Context: an optimization exercise on an open-source flow, tuned for small area, a short achievable clock period and few clock cycles per item. The choices shown serve that exercise and are no tape-out recipe.
Only the layout flow was run in this run; the RTL was not checked for function there.
No activity file was given, so power comes from the tool's default toggle rates.

==> flow/design.v <==
package kmp_pkg;
  localparam int MAX_PATTERN = 64;
  localparam int MAX_TEXT    = 65536;
  localparam int PAT_AW = $clog2(MAX_PATTERN);
  localparam int LEN_W  = $clog2(MAX_PATTERN + 1);
  localparam int TP_W   = $clog2(MAX_TEXT + 1);
  localparam int CHAR_W = 8;
  localparam int REQ_W  = 2;
  localparam int STAT_W = 3;
  localparam int POS_W  = 16;
  localparam int CNT_W  = 7;
  localparam logic [REQ_W-1:0] REQ_APPEND = 2'd0;
  localparam logic [REQ_W-1:0] REQ_TEXT   = 2'd1;
  localparam logic [REQ_W-1:0] REQ_START  = 2'd2;
  localparam logic [REQ_W-1:0] REQ_CLEAR  = 2'd3;
  localparam logic [STAT_W-1:0] ST_ACCEPT    = 3'd0;
  localparam logic [STAT_W-1:0] ST_NO_MATCH  = 3'd1;
  localparam logic [STAT_W-1:0] ST_MATCH     = 3'd2;
  localparam logic [STAT_W-1:0] ST_NOT_FOUND = 3'd3;
  localparam logic [STAT_W-1:0] ST_ERROR     = 3'd4;
  typedef struct packed {
    logic              pat_we;
    logic [PAT_AW-1:0] pat_waddr;
    logic [CHAR_W-1:0] pat_wdata;
    logic [PAT_AW-1:0] pat_raddr;
    logic              fail_we;
    logic [PAT_AW-1:0] fail_waddr;
    logic [PAT_AW-1:0] fail_wdata;
    logic [PAT_AW-1:0] fail_raddr;
  } mem_req_t;
  typedef struct packed {
    logic              valid;
    logic [STAT_W-1:0] status;
    logic [POS_W-1:0]  position;
    logic [CNT_W-1:0]  count;
  } res_t;
endpackage
module kmp_substring_search_core (
  input  logic                          clk_i,
  input  logic                          rst_ni,
  input  logic                          in_valid_i,
  output logic                          in_ready_o,
  input  logic [kmp_pkg::REQ_W-1:0]     req_type_i,
  input  logic [kmp_pkg::CHAR_W-1:0]    char_value_i,
  input  logic                          last_text_i,
  output logic                          out_valid_o,
  input  logic                          out_ready_i,
  output logic [kmp_pkg::STAT_W-1:0]    status_o,
  output logic [kmp_pkg::POS_W-1:0]     match_position_o,
  output logic [kmp_pkg::CNT_W-1:0]     pattern_count_o
);
  localparam int NP = kmp_pkg::MAX_PATTERN;
  logic o_v_q;
  logic hold, adv;
  logic sk_empty_q;
  assign hold = o_v_q & ~out_ready_i;
  assign adv  = ~hold;
  assign in_ready_o = sk_empty_q;
  logic [1:0] s_t_q;
  logic [7:0] s_c_q;
  logic       s_l_q;
  always_ff @(posedge clk_i or negedge rst_ni) begin
    if (!rst_ni) begin
      sk_empty_q <= 1'b1;
    end else if (adv) begin
      sk_empty_q <= 1'b1;
    end else if (in_valid_i) begin
      sk_empty_q <= 1'b0;
    end
  end
  always_ff @(posedge clk_i) begin
    if (sk_empty_q) begin
      s_t_q <= req_type_i;
      s_c_q <= char_value_i;
      s_l_q <= last_text_i;
    end
  end
  logic       p_v;
  logic [1:0] p_t;
  logic [7:0] p_c;
  logic       p_l;
  assign p_v = ~sk_empty_q | in_valid_i;
  assign p_t = sk_empty_q ? req_type_i   : s_t_q;
  assign p_c = sk_empty_q ? char_value_i : s_c_q;
  assign p_l = sk_empty_q ? last_text_i  : s_l_q;
  logic go, p_app, p_txt, p_start, p_clr;
  assign go      = p_v & adv;
  assign p_app   = (p_t == kmp_pkg::REQ_APPEND);
  assign p_txt   = (p_t == kmp_pkg::REQ_TEXT);
  assign p_start = (p_t == kmp_pkg::REQ_START);
  assign p_clr   = (p_t == kmp_pkg::REQ_CLEAR);
  logic [7:0]    q_q [NP];
  logic [NP-1:0] e_q;
  logic [6:0]    len_q;
  logic [NP-1:0] inj;       
  logic [NP-1:0] eq;
  logic [NP-1:0] e_nxt;
  logic          full, shift, hit;
  assign full  = len_q[6];
  assign shift = go & p_app & ~full;
  always_comb begin
    for (int j = 0; j < NP - 1; j++) inj[j] = (len_q[5:0] == 6'(j + 1));
    inj[NP-1] = full;
    for (int j = 0; j < NP; j++) eq[j] = (q_q[j] == p_c);
    e_nxt = ({1'b0, e_q[NP-1:1]} | inj) & eq;
  end
  assign hit = e_nxt[0];
  always_ff @(posedge clk_i) begin
    if (shift) begin
      q_q[0] <= p_c;
      for (int j = 1; j < NP; j++) q_q[j] <= q_q[j-1];
    end
    if (go && p_start) e_q <= '0;
    else if (go && p_txt) e_q <= e_nxt;
    else if (shift) e_q <= {e_q[NP-2:0], 1'b0};
  end
  always_ff @(posedge clk_i or negedge rst_ni) begin
    if (!rst_ni) begin
      len_q <= '0;
    end else if (go && p_clr) begin
      len_q <= '0;
    end else if (shift) begin
      len_q <= len_q + 7'd1;
    end
  end
  logic [16:0] tp_q;        
  logic        found_q;
  logic [15:0] fpos_q;
  logic [15:0] hit_pos;
  assign hit_pos = tp_q[15:0] - {9'd0, len_q};
  logic [2:0]  st;
  logic [15:0] pos;
  logic [6:0]  cnt;
  logic        f_set, t_inc;
  always_comb begin
    st    = kmp_pkg::ST_ACCEPT;
    pos   = '0;
    f_set = 1'b0;
    t_inc = 1'b0;
    cnt   = len_q;
    unique case (p_t)
      kmp_pkg::REQ_APPEND: begin
        if (full) st = kmp_pkg::ST_ERROR;
        else cnt = len_q + 7'd1;
      end
      kmp_pkg::REQ_TEXT: begin
        if (found_q) begin
          st  = kmp_pkg::ST_MATCH;
          pos = fpos_q;
        end else if (len_q == '0) begin
          st    = kmp_pkg::ST_MATCH;
          f_set = 1'b1;
        end else if (tp_q[16] && tp_q[0]) begin    
          st = kmp_pkg::ST_ERROR;
        end else begin
          t_inc = 1'b1;
          if (hit) begin
            st    = kmp_pkg::ST_MATCH;
            pos   = hit_pos;
            f_set = 1'b1;
          end else begin
            st = p_l ? kmp_pkg::ST_NOT_FOUND : kmp_pkg::ST_NO_MATCH;
          end
        end
      end
      kmp_pkg::REQ_CLEAR: cnt = '0;
      default: ;
    endcase
  end
  always_ff @(posedge clk_i or negedge rst_ni) begin
    if (!rst_ni) begin
      tp_q    <= 17'd1;
      found_q <= 1'b0;
    end else if (go) begin
      if (p_start) begin
        tp_q    <= 17'd1;
        found_q <= 1'b0;
      end else begin
        if (t_inc) tp_q <= tp_q + 17'd1;
        if (f_set) found_q <= 1'b1;
      end
    end
  end
  always_ff @(posedge clk_i) begin
    if (go && f_set) fpos_q <= pos;
  end
  logic [2:0]  o_st_q;
  logic [15:0] o_pos_q;
  logic [6:0]  o_cnt_q;
  always_ff @(posedge clk_i or negedge rst_ni) begin
    if (!rst_ni) o_v_q <= 1'b0;
    else if (adv) o_v_q <= p_v;
  end
  always_ff @(posedge clk_i) begin
    if (adv) begin
      o_st_q  <= st;
      o_pos_q <= pos;
      o_cnt_q <= cnt;
    end
  end
  assign out_valid_o      = o_v_q;
  assign status_o         = o_st_q;
  assign match_position_o = o_pos_q;
  assign pattern_count_o  = o_cnt_q;
endmodule
==> flow/run.sh <==
#!/bin/bash
# synth_recipe.tcl (not shown) runs the flow's synth.tcl, then flattens the netlist and writes it again
# the make line also repeats each setting of config.mk as NAME=value (left out here)
make -C /OpenROAD-flow-scripts/flow DESIGN_CONFIG=/design/flow/config.mk WORK_HOME=/design/flow/orfs CLKGATE_MAP_FILE= SYNTH_SCRIPT=/design/flow/synth_recipe.tcl finish
==> flow/config.mk <==
export PLATFORM = sky130hd
export DESIGN_NAME = kmp_substring_search_core
export DESIGN_NICKNAME = kmp_substring_search_core
export VERILOG_FILES = /design/flow/design.v
export SDC_FILE = /design/flow/constraint.sdc
export NUM_CORES = 4
export LEC_CHECK = 0
export ABC_CLOCK_PERIOD_IN_PS = 2500
export CAP_MARGIN = 20
export CORE_MARGIN = 2
export CORE_UTILIZATION = 40
export SETUP_SLACK_MARGIN = 3.8
export SLEW_MARGIN = 20
==> flow/constraint.sdc <==
create_clock -name core_clock -period 6.0 [get_ports {clk_i}]
set_input_delay 1.2000 -clock core_clock [delete_from_list [all_inputs] [get_ports {clk_i}]]
set_output_delay 1.2000 -clock core_clock [all_outputs]
set_load 0.01 [all_outputs]
==> results.ini <==
[place]
hpwl_um=41100
dpl_worst_slack_ns=1.64
port_buffers=42
gp_congestion=0.800
dpl.cell_count=3071

[sta]
worst_pin_slew_ns=0.967
setup_ws_ns=3.26
period_share_pct=45.7
final.setup.tns_ns=0
setup_viol=0
finalHoldViolations=0
finClkSkew_ns=0.0336
rsz0062_at_grt=yes
max_freq_ghz=0.365
period_needed_ns=2.74
slew_headroom_pct=35.3
maxSlewViolCount=0

[cts]
clockBufferDepth=3
cts_tree=built
insertion_delay_ns=0.62
cts-root-buf=clkbuf_16
cts.sinks=656
path_clk_slew_ns=0.06
cts_htree_levels=3
numCtsBuffers=73

[logic_synthesis]
synth_cell_type_count=63
yosys.area.top_type=edfxtp_1
netlist_area_sq_um=28600
syn-num-nets=2192
yosysSeqAreaShare_pct=65.8
yosys_warnings=2
synth.top_cell.area_share_pct=58.2
ys_ff_latch=656
synth_edf_count=554
synthArstFlopShare_pct=4.12
avgSynthCellArea_sq_um=13.3
synth_ff_type=edfxtp_1
synth_area_leaders=edfxtp_1, xnor2_1, xor2_1
netlist_instances=2158

[routing]
via_per_inst=5.61
dr.pass1.iters=6
routed_wl_um=90200
dr_wl_met3_um=7330
drtIter0Drc=2051
met1Wirelength_um=37200
drc=0
route.met2.wl_um=42500
route.vias.total=19851
top_layer_used=met4
wl_per_cell_um=25.5
antenna_left=0

[grt]
first_global_vias=18944
grt_pass1_wl_um=122000
grt_max_degree=43
antenna_found_initial=2
grt_use_total_pct=22.1
overflow=0

[die]
core_sq_um=71100
io-pin-count=43
start_util_pct=40.2
die_area_sq_um=73700
die_w_um=271
rows=98
die_y_um=271

[worst_setup_path]
crit_family=buffers and inverters
slowest_stage=or3_4
worst-setup-path-type=in -> reg
critPathMaxFanout=6
r2r_cells=11
cp-end-kind=register
critPathBufInv=7
reg2reg_setup_slack_ns=3.28
worst_path_most_repeated_cell=buf_12
setup.worst_path.start_class=primary input
worstSetupPathDepth=11
max_stage_delay_ns=0.45
path_cells=dlygate4sd2_1 > mux2i_4 > ha_4 > nand2b_4 > or3_4 > buf_12 > inv_12 > buf_12 > buf_16 > buf_12 > buf_12
crit_required_ns=6.31
cp.arrival_ns=3.05

[power]
p_leak_uw=0.0140
vdd.ir_drop.worst_v=0.000172
cellPowerDensity_nw_per_um2=311

[finish]
nets=2563
syn2layout_area_growth_pct=38.4
drive_gt1_share_pct=28.7
num_antenna_cells=0
fillerInstances=5428
final_cells=3536
layout_commonest_cell=edfxtp_1
layout_common_cells=edfxtp_1, xnor2_1, xor2_1

[job]
maxCapViolCount=0

[min_path]
hold_path.class=reg -> reg
min_path_cells=0

[outcome]
status=no timing/DRC/antenna violations

[worst reg2reg max path: stages, from the launching register on]
cell      delay [ns]
dfstp_4         0.63
buf_6           0.12
mux2i_4         0.27
ha_4            0.18
nand2b_4        0.05
or3_4           0.45
buf_12          0.19
inv_12          0.07
buf_12          0.12
buf_16          0.13
buf_12          0.11
buf_12          0.10
[worst paths after layout]
check / start / end
min: q_q[10][1] / q_q[11][1]
max: req_type_i[1] / q_q[10][0]
min in group asynchronous: rst_ni / len_q[6]
min reg2reg: q_q[10][1] / q_q[11][1]
max reg2reg: sk_empty_q / q_q[10][0]
max in group asynchronous: rst_ni / tp_q[0]
[cell usage after synthesis, types with 2 or more instances]
cell	number
edfxtp_1	554
xnor2_1	347
xor2_1	188
nand2_1	160
a21oi_1	114
nor2_1	96
a31oi_1	81
nor3_1	77
dfxtp_1	75
nor4_1	68
nand3_1	54
clkbuf_1	49
buf_2	48
o21ai_0	32
dfrtp_1	25
inv_1	22
buf_1	20
ha_1	18
nand4_1	17
mux2i_1	13
nor2b_1	9
and3_1	7
a211oi_1	6
and2_1	6
nand2b_1	6
a22o_1	5
o21a_1	5
o31ai_1	5
a32o_1	3
and2_0	3
buf_4	3
o31a_1	3
or3_1	3
a21o_1	2
a31o_2	2
a41oi_1	2
dfstp_2	2
mux2_2	2
o41ai_1	2
[report_power, final]
part,leakage (uW),switching (uW),internal (uW)
Clock,0.00116,1830,2650
Combinational,0.00673,1300,1140
Sequential,0.00606,189,5190
[timing repair]
action	CTS	global route
hold buffers	0	0
setup endpoints to repair	724	688
pin swaps	48	114
cloned	74	32
buffers inserted	121	106
gates resized for setup	430	258
[registers in the layout, summed over array words and instances, names as in the netlist, 2 cells and up]
name,count
o_pos_q,16
e_q,64
o_cnt_q,7
fpos_q,16
s_c_q,8
q_q,512
o_st_q,3
s_t_q,2
tp_q,17
len_q,7
[layer usage]
layer | track usage, % | vias to the layer above
met5 | 0 | -
met4 | 6.59 | 0
met3 | 3.95 | 210
met2 | 36.4 | 1018
met1 | 30.0 | 10054
li1 | - | 8569
[through the flow]
| step | cell area (sq um) | util, % | power (uW) | hold slack, ns |
|---|---|---|---|---|
| finish | 39600 | 55.7 | 12300 | 0.456 |
| CTS | 36900 | 51.8 | 12000 | 0.455 |
| floorplan | 28800 | - | 6440 | 0.448 |
| global route | 39600 | 55.7 | 12700 | 0.471 |
| detailed placement | 30300 | 42.6 | 6920 | 0.455 |
| global placement | 30300 | 42.6 | 6900 | 0.450 |
[layout make-up]
class / count / area (sq um) / share of cell area [%]
clock buffers: 102 / 2060 / 5.19
repair buffers: 403 / 6390 / 16.1
inverters: 24 / 146 / 0.370
repair inverters: 13 / 233 / 0.588
well taps: 950 / 1190 / 3.00
clock inverters: 30 / 315 / 0.796
flip-flops and latches: 656 / 18800 / 47.5
multi-input cells: 1358 / 10400 / 26.4
[logic make-up after synthesis]
logic type                 count (synthesis)  synth area share [%]
AOI/OAI and AO/OA                        273                  5.68
xor gates and xnor gates                 535                  16.4
adders and majority gates                 19                 0.857
buffers and inverters                    145                  2.18
DFF                                      656                  65.8
muxes                                     15                 0.534
and+or+nand+nor                          515                  8.60

-- static timing again, ports no longer ideal --
No port has a modelled driver above. Below, the same layout with a new extraction and two added sets of constraints.
Step 1 sets driving cells, clkbuf_16 on the clock port and buf_2 on the other inputs (assumed; they add their load-dependent delay and slew).
Step 2 also shifts input and output timing later by t, the mid clock arrival at the registers, as if the neighbouring blocks saw the same clock.
Three values: ideal, step 1, step 2; two values: the first two.
t (ns): 0.672
setup WS [ns]: 3.260 / 3.279 / 2.633
hold slack, ns: 0.456 / 0.456 / 0.456
clock arrival spread, ns: 0.043 / 0.043
After both steps this run still meets setup and hold. The setup slack of this run moves by +0.019 ns with the drivers and by -0.627 ns with both steps.
